Context: an optimization exercise on an open-source flow, tuned for small area. The choices shown serve that exercise and are no tape-out recipe. In this exercise RTL edits were held to simulation tests only and were not proved equivalent to the original. Power and IR drop assume default switching activity.

==> flow/design.v <==
package auc_pkg;
  localparam int AUC_WIDTH = 256;
  localparam int AUC_BUS   = 32;
  localparam int AUC_DEPTH = 4;
  localparam int AUC_BEATS = AUC_WIDTH / AUC_BUS;
  localparam logic [2:0] MODE_RAND = 3'b000;
  localparam logic [2:0] MODE_INVS = 3'b001;
  localparam logic [2:0] MODE_R    = 3'b010;
  localparam logic [2:0] MODE_S    = 3'b011;
  localparam logic [2:0] MODE_MMUL = 3'b101;
endpackage
module auc_wbuf
#(
  parameter int WIDTH = auc_pkg::AUC_WIDTH,
  parameter int BUS   = auc_pkg::AUC_BUS
) (
  input  logic                  clk,
  input  logic [WIDTH/BUS-1:0]  lo_en,
  input  logic [WIDTH/BUS-1:0]  hi_en,
  input  logic [BUS-1:0]        beat_dat,
  output logic [WIDTH-1:0]      row0_n,
  output logic [WIDTH-1:0]      row1_n
);
  localparam int NB = WIDTH / BUS;
  logic [WIDTH-1:0] row0_q, row1_q, row2_q, row3_q;
  always_ff @(posedge clk) begin
    for (int j = 0; j < NB; j++) begin
      if (lo_en[j]) begin
        row0_q[j*BUS +: BUS] <= row1_q[j*BUS +: BUS];
        row1_q[j*BUS +: BUS] <= row2_q[j*BUS +: BUS];
      end
      if (hi_en[j]) begin
        row2_q[j*BUS +: BUS] <= row3_q[j*BUS +: BUS];
        row3_q[j*BUS +: BUS] <= ~beat_dat;
      end
    end
  end
  assign row0_n = row0_q;
  assign row1_n = row1_q;
endmodule
module auc_loader
#(
  parameter int WIDTH = auc_pkg::AUC_WIDTH,
  parameter int BUS   = auc_pkg::AUC_BUS,
  parameter int DEPTH = auc_pkg::AUC_DEPTH
) (
  input  logic             clk,
  input  logic             rst,
  input  logic             host_wr,
  input  logic [BUS-1:0]   host_wdat,
  output logic             host_rdy,
  input  logic             host_cmd_vld,
  input  logic [2:0]       host_cmd_mode,
  output logic             host_cmd_rdy,
  input  logic             core_busy,
  output logic [WIDTH-1:0] auc_dat,
  output logic             auc_start,
  output logic [2:0]       auc_mode,
  output logic             ldr_busy,
  output logic             ldr_err
);
  localparam int NB = WIDTH / BUS;
  logic       busy_q;
  logic [2:0] bcnt_q;
  logic [2:0] wcnt_q;
  logic [2:0] mode_q;
  logic       err_q;
  logic       beat_en, cmd_fire, cmd_ok, legal;
  logic [2:0] nwords;
  logic [2:0] blen;
  logic [5:0] bidx;
  logic [NB-1:0]    lo_en, hi_en;
  logic [WIDTH-1:0] row0_n, row1_n;
  logic       n4, n2;
  assign host_rdy     = !busy_q && !wcnt_q[2] && !host_cmd_vld;
  assign host_cmd_rdy = !busy_q && (bcnt_q == 3'd0) && !core_busy;
  assign beat_en  = host_wr && host_rdy;
  assign cmd_fire = host_cmd_vld && host_cmd_rdy;
  always_comb begin
    legal  = 1'b1;
    nwords = 3'd0;
    blen   = 3'd2;
    case (host_cmd_mode)
      auc_pkg::MODE_RAND,
      auc_pkg::MODE_INVS,
      auc_pkg::MODE_R:    begin nwords = 3'd0; blen = 3'd2; end
      auc_pkg::MODE_S:    begin nwords = 3'd2; blen = 3'd3; end
      auc_pkg::MODE_MMUL: begin nwords = 3'd4; blen = 3'd5; end
      default:            legal = 1'b0;
    endcase
  end
  assign cmd_ok = legal && (wcnt_q == nwords);
  always_ff @(posedge clk or negedge rst) begin
    if (!rst) begin
      busy_q <= 1'b0;
      bcnt_q <= 3'd0;
      wcnt_q <= 3'd0;
      mode_q <= 3'b000;
      err_q  <= 1'b0;
    end else if (busy_q) begin
      if (bcnt_q == 3'd0) busy_q <= 1'b0;
      else                bcnt_q <= bcnt_q - 3'd1;
    end else if (cmd_fire) begin
      err_q  <= !cmd_ok;
      wcnt_q <= 3'd0;
      if (cmd_ok) begin
        busy_q <= 1'b1;
        bcnt_q <= blen;
        mode_q <= host_cmd_mode;
      end
    end else if (beat_en) begin
      bcnt_q <= bcnt_q + 3'd1;
      if (bcnt_q == 3'd7) wcnt_q <= wcnt_q + 3'd1;
    end
  end
  assign bidx = {wcnt_q, bcnt_q};
  for (genvar j = 0; j < NB; j++) begin : g_en
    logic beat_j, extra_j;
    assign beat_j  = beat_en && (bcnt_q == 3'(j));
    assign extra_j = (beat_en && (bidx == 6'(9 + j) || bidx == 6'(10 + j))) ||
                     (j >= NB - 2 && cmd_fire && wcnt_q == 3'd2);
    assign hi_en[j] = busy_q || beat_j || extra_j;
    assign lo_en[j] = busy_q || (beat_j && !wcnt_q[1] && !wcnt_q[2]) ||
                      extra_j;
  end
  auc_wbuf #(
    .WIDTH (WIDTH),
    .BUS   (BUS)
  ) u_wbuf (
    .clk      (clk),
    .lo_en    (lo_en),
    .hi_en    (hi_en),
    .beat_dat (host_wdat),
    .row0_n   (row0_n),
    .row1_n   (row1_n)
  );
  assign n4 = mode_q[2];
  assign n2 = mode_q[1] && mode_q[0];
  assign auc_dat[WIDTH-BUS-1:0] = ~(row0_n[WIDTH-BUS-1:0] |
                                    {(WIDTH-BUS){!(n4 || n2)}});
  assign auc_dat[WIDTH-1:WIDTH-BUS] =
    ~(({BUS{!n4}} | row0_n[WIDTH-1:WIDTH-BUS]) &
      ({BUS{!n2}} | row1_n[WIDTH-1:WIDTH-BUS]));
  assign auc_start = busy_q && (bcnt_q >= 3'd2);
  assign ldr_busy  = busy_q;
  assign auc_mode  = mode_q;
  assign ldr_err   = err_q;
endmodule
clock: 4.0 ns
lec_check: 0
cap_margin: 20
core_margin: 2
core_utilization: 75
slew_margin: 20
buffer_ports_args: -buffer_cell sky130_fd_sc_hd__buf_1
cts_args: -sink_clustering_enable -repair_clock_nets -sink_clustering_size 20 -sink_clustering_max_diameter 50 -buf_list sky130_fd_sc_hd__clkbuf_8 -dont_use_dummy_load
standard.sh (not shown) runs the stock make flow with config.mk's settings and CLKGATE_MAP_FILE= SYNTH_SCRIPT=/design/flow/synth_recipe.tcl, a recipe that flattens the netlist after the stock synthesis.
==> flow/flow/run.sh <==
#!/bin/bash
set -uo pipefail
cts_args=$(cat flow/cts_args.txt)
cat >> config.mk <<EOC
export BUFFER_PORTS_ARGS = -buffer_cell sky130_fd_sc_hd__buf_1
export CTS_ARGS = ${cts_args}
EOC
cp config.mk config_used.log
bash standard.sh > standard.log 2>&1
==> flow/flow/cts_args.txt <==
-sink_clustering_enable -repair_clock_nets -sink_clustering_size 20 -sink_clustering_max_diameter 50 -buf_list sky130_fd_sc_hd__clkbuf_8 -dont_use_dummy_load
Change:
--- a/flow/design.v
+++ b/flow/design.v
@@ -10,35 +10,33 @@
   localparam logic [2:0] MODE_MMUL = 3'b101;
 endpackage
 module auc_wbuf
 #(
   parameter int WIDTH = auc_pkg::AUC_WIDTH,
-  parameter int BUS   = auc_pkg::AUC_BUS
+  parameter int BUS   = auc_pkg::AUC_BUS,
+  parameter int DEPTH = auc_pkg::AUC_DEPTH
 ) (
   input  logic                  clk,
-  input  logic [WIDTH/BUS-1:0]  lo_en,
-  input  logic [WIDTH/BUS-1:0]  hi_en,
+  input  logic [WIDTH/BUS-1:0]  col_en,
   input  logic [BUS-1:0]        beat_dat,
   output logic [WIDTH-1:0]      row0_n,
-  output logic [WIDTH-1:0]      row1_n
+  output logic [WIDTH-1:0]      row2_n
 );
   localparam int NB = WIDTH / BUS;
   logic [WIDTH-1:0] row0_q, row1_q, row2_q, row3_q;
   always_ff @(posedge clk) begin
     for (int j = 0; j < NB; j++) begin
-      if (lo_en[j]) begin
+      if (col_en[j]) begin
         row0_q[j*BUS +: BUS] <= row1_q[j*BUS +: BUS];
         row1_q[j*BUS +: BUS] <= row2_q[j*BUS +: BUS];
-      end
-      if (hi_en[j]) begin
         row2_q[j*BUS +: BUS] <= row3_q[j*BUS +: BUS];
         row3_q[j*BUS +: BUS] <= ~beat_dat;
       end
     end
   end
   assign row0_n = row0_q;
-  assign row1_n = row1_q;
+  assign row2_n = row2_q;
 endmodule
 module auc_loader
 #(
   parameter int WIDTH = auc_pkg::AUC_WIDTH,
   parameter int BUS   = auc_pkg::AUC_BUS,
@@ -66,14 +64,13 @@
   logic [2:0] mode_q;
   logic       err_q;
   logic       beat_en, cmd_fire, cmd_ok, legal;
   logic [2:0] nwords;
   logic [2:0] blen;
-  logic [5:0] bidx;
-  logic [NB-1:0]    lo_en, hi_en;
-  logic [WIDTH-1:0] row0_n, row1_n;
-  logic       n4, n2;
+  logic [NB-1:0]    col_en;
+  logic [WIDTH-1:0] row0_n, row2_n;
+  logic       sel4_n, sel2_n;
   assign host_rdy     = !busy_q && !wcnt_q[2] && !host_cmd_vld;
   assign host_cmd_rdy = !busy_q && (bcnt_q == 3'd0) && !core_busy;
   assign beat_en  = host_wr && host_rdy;
   assign cmd_fire = host_cmd_vld && host_cmd_rdy;
   always_comb begin
@@ -111,38 +108,28 @@
     end else if (beat_en) begin
       bcnt_q <= bcnt_q + 3'd1;
       if (bcnt_q == 3'd7) wcnt_q <= wcnt_q + 3'd1;
     end
   end
-  assign bidx = {wcnt_q, bcnt_q};
   for (genvar j = 0; j < NB; j++) begin : g_en
-    logic beat_j, extra_j;
-    assign beat_j  = beat_en && (bcnt_q == 3'(j));
-    assign extra_j = (beat_en && (bidx == 6'(9 + j) || bidx == 6'(10 + j))) ||
-                     (j >= NB - 2 && cmd_fire && wcnt_q == 3'd2);
-    assign hi_en[j] = busy_q || beat_j || extra_j;
-    assign lo_en[j] = busy_q || (beat_j && !wcnt_q[1] && !wcnt_q[2]) ||
-                      extra_j;
+    assign col_en[j] = busy_q || (beat_en && bcnt_q == 3'(j));
   end
   auc_wbuf #(
     .WIDTH (WIDTH),
-    .BUS   (BUS)
+    .BUS   (BUS),
+    .DEPTH (DEPTH)
   ) u_wbuf (
     .clk      (clk),
-    .lo_en    (lo_en),
-    .hi_en    (hi_en),
+    .col_en   (col_en),
     .beat_dat (host_wdat),
     .row0_n   (row0_n),
-    .row1_n   (row1_n)
+    .row2_n   (row2_n)
   );
-  assign n4 = mode_q[2];
-  assign n2 = mode_q[1] && mode_q[0];
-  assign auc_dat[WIDTH-BUS-1:0] = ~(row0_n[WIDTH-BUS-1:0] |
-                                    {(WIDTH-BUS){!(n4 || n2)}});
-  assign auc_dat[WIDTH-1:WIDTH-BUS] =
-    ~(({BUS{!n4}} | row0_n[WIDTH-1:WIDTH-BUS]) &
-      ({BUS{!n2}} | row1_n[WIDTH-1:WIDTH-BUS]));
+  assign sel4_n = !mode_q[2];
+  assign sel2_n = !(mode_q[1] && mode_q[0]);
+  assign auc_dat = ~((WIDTH'({WIDTH{sel4_n}}) | row0_n) &
+                     (WIDTH'({WIDTH{sel2_n}}) | row2_n));
   assign auc_start = busy_q && (bcnt_q >= 3'd2);
   assign ldr_busy  = busy_q;
   assign auc_mode  = mode_q;
   assign ldr_err   = err_q;
 endmodule
Total power rose slightly.
Sequential cell count is unchanged.
First-iteration DRC count grows by a quarter to a third.
Setup slack is better by 200 ps.
Final cell count decreases slightly.
Routed wire length increases by roughly a tenth.

## what the ideal ports hide
How much do the figures lean on ideal ports? The routed layouts below were timed once more, with nothing changed but the port constraints. Step 1 sets driving cells, clkbuf_16 on the clock port and buf_2 on the other inputs (assumed; they add their load-dependent delay and slew). Step 2 times the ports against the registers' clock, not the clock port: input delays grow and output delays shrink by t, the midpoint of the rising clock arrivals with the driver on. Slacks: ideal / step 1 / step 2; pairs: ideal / step 1.
| run | t (ns) | setup WS [ns] | slew at the worst register clock pin (ns) | pins driven straight from the clock port |
|---|---|---|---|---|
| the first run | 0.714 | 0.456 / 0.407 / 0.792 | 0.11 / 0.11 | 1 |
| the second run | 0.734 | 0.661 / 0.605 / 1.025 | 0.12 / 0.12 | 1 |
After both steps setup and hold are still met in every run listed.
